This design comes from an exercise in tuning for small area and a short achievable clock period on the open sky130 flow, not from production work. Function was checked by simulation only, so behaviour that the tests miss may differ from the original.

==> v6: inputs <==
Design bbox_raster, start of the top module:
module bbox_raster #(
    parameter int SIGFIG     = 24,
    parameter int RADIX      = 10,
    parameter int PIPE_DEPTH = 3
) (
    input  logic                     clk,
    input  logic                     arst_n,
    input  logic [3*SIGFIG-1:0]      tri_x,
    input  logic [3*SIGFIG-1:0]      tri_y,
    input  logic                     tri_valid,
    input  logic                     halt_n,
    input  logic signed [SIGFIG-1:0] screen_x,
    input  logic signed [SIGFIG-1:0] screen_y,
    input  logic [3:0]               msaa_mode,
    output logic [3*SIGFIG-1:0]      out_tri_x,
    output logic [3*SIGFIG-1:0]      out_tri_y,
    output logic signed [SIGFIG-1:0] box_ll_x,
    output logic signed [SIGFIG-1:0] box_ll_y,
    output logic signed [SIGFIG-1:0] box_ur_x,
    output logic signed [SIGFIG-1:0] box_ur_y,
    output logic                     out_valid
);
clock: 14.0 ns
lec_check: 0
abc_area: 1
cap_margin: 20
core_margin: 2
core_utilization: 40
cts_buf_list: sky130_fd_sc_hd__clkbuf_8 sky130_fd_sc_hd__clkbuf_16
cts_cluster_diameter: 150
cts_cluster_size: 22
slew_margin: 20
standard.sh (not shown) runs the stock make flow with config.mk's settings and CLKGATE_MAP_FILE= SYNTH_SCRIPT=/design/flow/synth_recipe.tcl, a recipe that flattens the netlist after the stock synthesis.
==> flow/flow/run.sh <==
#!/bin/bash
set -euo pipefail
MARGIN=$(cat flow/margin.txt)
KNOBS=(SETUP_SLACK_MARGIN=$MARGIN "BUFFER_PORTS_ARGS=-buffer_cell sky130_fd_sc_hd__buf_2")
RES=orfs/results/$FLOW_PLATFORM/bbox_raster/base
bash standard.sh "${KNOBS[@]}" synth > make_synth.log 2>&1
cp $RES/1_2_yosys.v $RES/1_2_yosys.standard.v
python3 flow/fixpol.py $RES/1_2_yosys.v > fixpol.log 2>&1
rm -f $RES/1_synth.odb $RES/1_synth.sdc
bash standard.sh "${KNOBS[@]}" finish > make_finish.log 2>&1
==> flow/flow/fixpol.py <==
#!/usr/bin/env python3
"""Inverter clean-up around full adders in a flat Yosys netlist.

Synthesis maps the adder tree to sky130 fa cells but often leaves an inverter
between one adder's output and the next adder's input.  A full adder is
self-dual: FA(~a, ~b, ~c) = (~sum, ~cout).  So an adder whose inputs come from
inverters can take the inverters' inputs instead and hand out complemented
outputs; inverters that then sit on its outputs cancel.  This script flips
adders one at a time whenever that removes more inverters than it adds, until
no flip helps.  Registers and everything else are left as they are.

Usage: fixpol.py NETLIST.v   (rewrites the file in place)
"""
import re
import sys

FA = 'sky130_fd_sc_hd__fa_1'
INV = re.compile(r'sky130_fd_sc_hd__(inv|clkinv)_\d+$')

path = sys.argv[1]
text = open(path).read()
m = re.search(r'(module\s+(\w+)\s*\(.*?\);)(.*?)(endmodule)', text, re.S)
head, body = text[:m.start(3)], m.group(3)
tail = text[m.end(3):]

# Split the body into declarations/assigns and cell instances.
inst_re = re.compile(r'^\s*(sky130_fd_sc_hd__\w+)\s+(\S+)\s*\((.*?)\);\s*$', re.S | re.M)
cells = {}
order = []
for im in inst_re.finditer(body):
    ctype, name, pins = im.group(1), im.group(2), im.group(3)
    pm = {}
    for p, n in re.findall(r'\.(\w+)\(([^()]*)\)', pins):
        pm[p] = n.strip()
    cells[name] = [ctype, pm]
    order.append(name)
other = inst_re.sub('', body)
# Nets named in assigns or port declarations are never renamed or freed.
fixed = set()
for a in re.findall(r'assign\s+(.*?);', other, re.S):
    for t in re.findall(r'[\\]?[\w$.\[\]]+', a):
        fixed.add(t.strip())
portnames = set(re.findall(r'(?:input|output|inout)\s+(?:\[[^\]]*\]\s*)?([\w$\\]+)', other))


def is_fixed(n):
    base = n.split('[')[0].strip()
    return n in fixed or base in portnames or n.startswith("1'") or n in fixed


OUTS = ('X', 'Y', 'Q', 'Q_N', 'SUM', 'COUT', 'HI', 'LO')
newid = [0]


def build():
    drv, loads = {}, {}
    for name, (t, pm) in cells.items():
        for p, n in pm.items():
            if p in OUTS:
                drv[n] = (name, p)
            else:
                loads.setdefault(n, []).append((name, p))
    return drv, loads


def inv_of(n, drv):
    """If n is driven by an inverter, that inverter's name and input."""
    d = drv.get(n)
    if d and INV.match(cells[d[0]][0]):
        return d[0], cells[d[0]][1]['A']
    return None


def existing_inv(n, loads):
    for (c, p) in loads.get(n, []):
        if INV.match(cells[c][0]) and not is_fixed(cells[c][1]['Y']):
            return c
    return None


def gain(fa, drv, loads):
    t, pm = cells[fa]
    g = 0
    for p in ('A', 'B', 'CIN'):
        n = pm[p]
        iv = inv_of(n, drv)
        if iv:
            if len(loads.get(n, [])) == 1 and not is_fixed(n):
                g += 1
        elif not existing_inv(n, loads):
            g -= 1
    for p in ('SUM', 'COUT'):
        n = pm[p]
        ls = loads.get(n, [])
        invl = [c for (c, q) in ls if INV.match(cells[c][0]) and not is_fixed(cells[c][1]['Y'])]
        rest = len(ls) - len(invl)
        g += len(invl)
        if rest or is_fixed(n):
            g -= 1
    return g


def fresh():
    newid[0] += 1
    return f'_pol{newid[0]}_'


def flip(fa, drv, loads):
    t, pm = cells[fa]
    for p in ('A', 'B', 'CIN'):
        n = pm[p]
        iv = inv_of(n, drv)
        if iv:
            pm[p] = iv[1]
            if len(loads.get(n, [])) == 1 and not is_fixed(n):
                del cells[iv[0]]
        else:
            e = existing_inv(n, loads)
            if e:
                pm[p] = cells[e][1]['Y']
            else:
                nn, ni = fresh(), fresh()
                cells[ni] = ['sky130_fd_sc_hd__inv_1', {'A': n, 'Y': nn}]
                pm[p] = nn
    for p in ('SUM', 'COUT'):
        n = pm[p]
        ls = loads.get(n, [])
        nn = fresh()
        pm[p] = nn          # now carries ~n
        invl = [c for (c, q) in ls if INV.match(cells[c][0]) and not is_fixed(cells[c][1]['Y'])]
        rest = [(c, q) for (c, q) in ls if c not in invl]
        for c in invl:
            y = cells[c][1]['Y']
            for (c2, q2) in loads.get(y, []):
                if c2 in cells:
                    cells[c2][1][q2] = nn
            del cells[c]
        if rest or is_fixed(n):
            cells[fresh()] = ['sky130_fd_sc_hd__inv_1', {'A': nn, 'Y': n}]


def count_inv():
    return sum(1 for (t, pm) in cells.values() if INV.match(t))


before = count_inv()
changed = True
passes = 0
while changed and passes < 50:
    changed = False
    passes += 1
    drv, loads = build()
    for fa in [c for c in list(cells) if c in cells and cells[c][0] == FA]:
        if fa not in cells:
            continue
        if gain(fa, drv, loads) > 0:
            flip(fa, drv, loads)
            drv, loads = build()
            changed = True
after = count_inv()

# Declare the new nets and write the netlist back.
decl = ''.join(f'  wire {n};\n' for n in sorted(
    {n for (t, pm) in cells.values() for n in pm.values() if n.startswith('_pol')}))
out = []
for name, (t, pm) in cells.items():
    pins = ',\n'.join(f'    .{p}({n}{" " if n.startswith(chr(92)) else ""})' for p, n in pm.items())
    out.append(f'  {t} {name} (\n{pins}\n  );\n')
open(path, 'w').write(head + decl + other + ''.join(out) + tail)
print(f'fixpol: inverters {before} -> {after} in {passes} passes')
==> flow/flow/margin.txt <==
9.9
==> v34 (differences from v6) <==
==> flow/flow/run.sh (replaced) <==
#!/bin/bash
set -euo pipefail
MARGIN=$(cat flow/margin.txt)
bash standard.sh SETUP_SLACK_MARGIN=$MARGIN \
    "BUFFER_PORTS_ARGS=-buffer_cell sky130_fd_sc_hd__buf_2" finish > make_finish.log 2>&1
==> flow/flow/margin.txt (replaced) <==
9.8
CORE_UTILIZATION = 55   (was 40)
CTS_BUF_LIST = default   (was sky130_fd_sc_hd__clkbuf_8 sky130_fd_sc_hd__clkbuf_16)
CTS_CLUSTER_DIAMETER = default   (was 150)
CTS_CLUSTER_SIZE = default   (was 22)
PLACE_DENSITY = 0.68   (was default)
removed: flow/flow/fixpol.py
==> v35 (differences from v6) <==
==> flow/flow/margin.txt (replaced) <==
9.8
CTS_BUF_LIST = sky130_fd_sc_hd__clkbuf_16   (was sky130_fd_sc_hd__clkbuf_8 sky130_fd_sc_hd__clkbuf_16)
CTS_CLUSTER_SIZE = 26   (was 22)
==> notes <==
v34 completed with no timing, DRC or antenna violations. v6 completed with no timing, DRC or antenna violations. v35 ran to the end with no violations.
The lowest clock-buffer cell count belongs to v35, the highest to v34.
Against v35, the clock skew of v34 is lower by 8.6 ps.
Flip-flop and latch count is the same in v6 and v35.
In v35 the register-to-register slack is worse than in v6, by 40 ps.
Global-route usage, highest first: v34, v6, v35.
==> figures <==
	v6	v34	v35
Layout Cells excl Fill	8539	8369	8516
Cell count after synthesis	5965	6284	5965
Buffer count from post-CTS setup fixing	22	11	26
Run status	complete, no violations	complete, no violations	complete, no violations
Critical R2R Launch	s1_cx[0]	s1_dy21[13]	s1_dx21[14]
Placeable core region	167000 um2	123000 um2	167000 um2
Share of cell area taken by multi-input logic gates	0.464	0.448	0.462
Part of the cycle the worst path needs	0.298	0.304	0.301
Initial standard-cell utilization of the core	0.401	0.553	0.401
Met2 usage in global routing	0.404	0.505	0.403
Slew @ Worst Pin	1210 ps	1170 ps	1230 ps
Final area over synthesized area	1.113x	1.114x	1.102x
Fmax	240 MHz	235 MHz	238 MHz
Via count of the first global-routing pass	48372	49931	48302

* * *

==> wip/quartz <==
bbox_raster again, from the RTL that the note above started with.
Settings: LEC_CHECK=0, ABC_AREA=1, CAP_MARGIN=20, CORE_MARGIN=2, CORE_UTILIZATION=40, CTS_BUF_LIST=sky130_fd_sc_hd__clkbuf_8 sky130_fd_sc_hd__clkbuf_16, CTS_CLUSTER_DIAMETER=150, CTS_CLUSTER_SIZE=22, SLEW_MARGIN=20; clock period 14.0 ns.
==> flow/flow/run.sh <==
#!/bin/bash
set -euo pipefail
MARGIN=$(cat flow/margin.txt)
KNOBS=(SETUP_SLACK_MARGIN=$MARGIN "BUFFER_PORTS_ARGS=-buffer_cell sky130_fd_sc_hd__buf_2")
RES=orfs/results/$FLOW_PLATFORM/bbox_raster/base
bash standard.sh "${KNOBS[@]}" synth > make_synth.log 2>&1
cp $RES/1_2_yosys.v $RES/1_2_yosys.standard.v
python3 flow/fixpol.py $RES/1_2_yosys.v > fixpol.log 2>&1
rm -f $RES/1_synth.odb $RES/1_synth.sdc
bash standard.sh "${KNOBS[@]}" finish > make_finish.log 2>&1
==> flow/flow/fixpol.py <==
#!/usr/bin/env python3
"""Inverter clean-up around full adders in a flat Yosys netlist.

Synthesis maps the adder tree to sky130 fa cells but often leaves an inverter
between one adder's output and the next adder's input.  A full adder is
self-dual: FA(~a, ~b, ~c) = (~sum, ~cout).  So an adder whose inputs come from
inverters can take the inverters' inputs instead and hand out complemented
outputs; inverters that then sit on its outputs cancel.  This script flips
adders one at a time whenever that removes more inverters than it adds, until
no flip helps.  Registers and everything else are left as they are.

Usage: fixpol.py NETLIST.v   (rewrites the file in place)
"""
import re
import sys

FA = 'sky130_fd_sc_hd__fa_1'
INV = re.compile(r'sky130_fd_sc_hd__(inv|clkinv)_\d+$')

path = sys.argv[1]
text = open(path).read()
m = re.search(r'(module\s+(\w+)\s*\(.*?\);)(.*?)(endmodule)', text, re.S)
head, body = text[:m.start(3)], m.group(3)
tail = text[m.end(3):]

# Split the body into declarations/assigns and cell instances.
inst_re = re.compile(r'^\s*(sky130_fd_sc_hd__\w+)\s+(\S+)\s*\((.*?)\);\s*$', re.S | re.M)
cells = {}
order = []
for im in inst_re.finditer(body):
    ctype, name, pins = im.group(1), im.group(2), im.group(3)
    pm = {}
    for p, n in re.findall(r'\.(\w+)\(([^()]*)\)', pins):
        pm[p] = n.strip()
    cells[name] = [ctype, pm]
    order.append(name)
other = inst_re.sub('', body)
# Nets named in assigns or port declarations are never renamed or freed.
fixed = set()
for a in re.findall(r'assign\s+(.*?);', other, re.S):
    for t in re.findall(r'[\\]?[\w$.\[\]]+', a):
        fixed.add(t.strip())
portnames = set(re.findall(r'(?:input|output|inout)\s+(?:\[[^\]]*\]\s*)?([\w$\\]+)', other))


def is_fixed(n):
    base = n.split('[')[0].strip()
    return n in fixed or base in portnames or n.startswith("1'") or n in fixed


OUTS = ('X', 'Y', 'Q', 'Q_N', 'SUM', 'COUT', 'HI', 'LO')
newid = [0]


def build():
    drv, loads = {}, {}
    for name, (t, pm) in cells.items():
        for p, n in pm.items():
            if p in OUTS:
                drv[n] = (name, p)
            else:
                loads.setdefault(n, []).append((name, p))
    return drv, loads


def inv_of(n, drv):
    """If n is driven by an inverter, that inverter's name and input."""
    d = drv.get(n)
    if d and INV.match(cells[d[0]][0]):
        return d[0], cells[d[0]][1]['A']
    return None


def existing_inv(n, loads):
    for (c, p) in loads.get(n, []):
        if INV.match(cells[c][0]) and not is_fixed(cells[c][1]['Y']):
            return c
    return None


def gain(fa, drv, loads):
    t, pm = cells[fa]
    g = 0
    for p in ('A', 'B', 'CIN'):
        n = pm[p]
        iv = inv_of(n, drv)
        if iv:
            if len(loads.get(n, [])) == 1 and not is_fixed(n):
                g += 1
        elif not existing_inv(n, loads):
            g -= 1
    for p in ('SUM', 'COUT'):
        n = pm[p]
        ls = loads.get(n, [])
        invl = [c for (c, q) in ls if INV.match(cells[c][0]) and not is_fixed(cells[c][1]['Y'])]
        rest = len(ls) - len(invl)
        g += len(invl)
        if rest or is_fixed(n):
            g -= 1
    return g


def fresh():
    newid[0] += 1
    return f'_pol{newid[0]}_'


def flip(fa, drv, loads):
    t, pm = cells[fa]
    for p in ('A', 'B', 'CIN'):
        n = pm[p]
        iv = inv_of(n, drv)
        if iv:
            pm[p] = iv[1]
            if len(loads.get(n, [])) == 1 and not is_fixed(n):
                del cells[iv[0]]
        else:
            e = existing_inv(n, loads)
            if e:
                pm[p] = cells[e][1]['Y']
            else:
                nn, ni = fresh(), fresh()
                cells[ni] = ['sky130_fd_sc_hd__inv_1', {'A': n, 'Y': nn}]
                pm[p] = nn
    for p in ('SUM', 'COUT'):
        n = pm[p]
        ls = loads.get(n, [])
        nn = fresh()
        pm[p] = nn          # now carries ~n
        invl = [c for (c, q) in ls if INV.match(cells[c][0]) and not is_fixed(cells[c][1]['Y'])]
        rest = [(c, q) for (c, q) in ls if c not in invl]
        for c in invl:
            y = cells[c][1]['Y']
            for (c2, q2) in loads.get(y, []):
                if c2 in cells:
                    cells[c2][1][q2] = nn
            del cells[c]
        if rest or is_fixed(n):
            cells[fresh()] = ['sky130_fd_sc_hd__inv_1', {'A': nn, 'Y': n}]


def count_inv():
    return sum(1 for (t, pm) in cells.values() if INV.match(t))


before = count_inv()
changed = True
passes = 0
while changed and passes < 50:
    changed = False
    passes += 1
    drv, loads = build()
    for fa in [c for c in list(cells) if c in cells and cells[c][0] == FA]:
        if fa not in cells:
            continue
        if gain(fa, drv, loads) > 0:
            flip(fa, drv, loads)
            drv, loads = build()
            changed = True
after = count_inv()

# Declare the new nets and write the netlist back.
decl = ''.join(f'  wire {n};\n' for n in sorted(
    {n for (t, pm) in cells.values() for n in pm.values() if n.startswith('_pol')}))
out = []
for name, (t, pm) in cells.items():
    pins = ',\n'.join(f'    .{p}({n}{" " if n.startswith(chr(92)) else ""})' for p, n in pm.items())
    out.append(f'  {t} {name} (\n{pins}\n  );\n')
open(path, 'w').write(head + decl + other + ''.join(out) + tail)
print(f'fixpol: inverters {before} -> {after} in {passes} passes')
==> flow/flow/margin.txt <==
9.8
==> inputs of wip/cedar, as changes to wip/quartz <==
==> flow/flow/run.sh (replaced) <==
#!/bin/bash
set -euo pipefail
MARGIN=$(cat flow/margin.txt)
bash standard.sh SETUP_SLACK_MARGIN=$MARGIN \
    "BUFFER_PORTS_ARGS=-buffer_cell sky130_fd_sc_hd__buf_2" finish > make_finish.log 2>&1
CTS_CLUSTER_DIAMETER = default   (was 150)
CTS_CLUSTER_SIZE = 32   (was 22)
removed: flow/flow/fixpol.py
==> inputs of wip/violet, as changes to wip/quartz <==
==> flow/flow/margin.txt (replaced) <==
9.7
==> notes.md <==
                                                                          wip/quartz                wip/cedar               wip/violet
Post-Route Hold Slack                                                       411.5 ps                 405.5 ps                 409.0 ps
Least-Margin Pin Slew                                                        1221 ps                  1128 ps                  1226 ps
Slack of the worst reg-to-reg path                                           9770 ps                  9850 ps                  9680 ps
CTS H-Tree Depth                                                                   2                        3                        2
Start of the worst register-to-register path                             s1_dx21[14]              s1_dx21[12]              s1_dy21[13]
Placed cell area                                                         0.07112 mm2              0.07231 mm2              0.07112 mm2
Final WL                                                                   229100 um                223300 um                229300 um
Fraction of layout instances using a drive strength above 1                   12.44%                   13.08%                   11.76%
RSZ-0062 raised after global routing                                            true                     true                    false
Setup Buffers After CTS                                                           19                       10                       11
Run status                                                   complete, no violations  complete, no violations  complete, no violations

## what the ideal ports hide
The results above use ideal ports. As a check the final layouts listed here were re-extracted and re-timed, cells and wires unchanged. Step 1, drivers: a clkbuf_16 drives clk and a buf_2 each remaining input, both assumed. Step 2 also shifts input and output timing later by t, the mid clock arrival at the registers, as if the neighbouring blocks saw the same clock. Slacks: ideal ports / drivers / drivers and shift; pairs: ideal ports / drivers.
run | shift t [ns] | slack for setup (ns) | worst register clock-pin slew, ns
v6 | 0.773 | 9.828 / 9.761 / 9.139 | 0.11 / 0.11
v34 | 0.787 | 9.743 / 9.743 / 9.147 | 0.08 / 0.08
v35 | 0.772 | 9.791 / 9.752 / 9.019 | 0.12 / 0.12
wip/quartz | 0.774 | 9.772 / 9.767 / 9.046 | 0.11 / 0.11
wip/cedar | 0.805 | 9.826 / 9.743 / 9.094 | 0.07 / 0.07
wip/violet | 0.772 | 9.679 / 9.679 / 9.051 | 0.11 / 0.11
After both steps every run listed still meets setup and hold. The setup slack of v35, which loses most, moves by -0.039 ns with the drivers and by -0.772 ns with both steps.
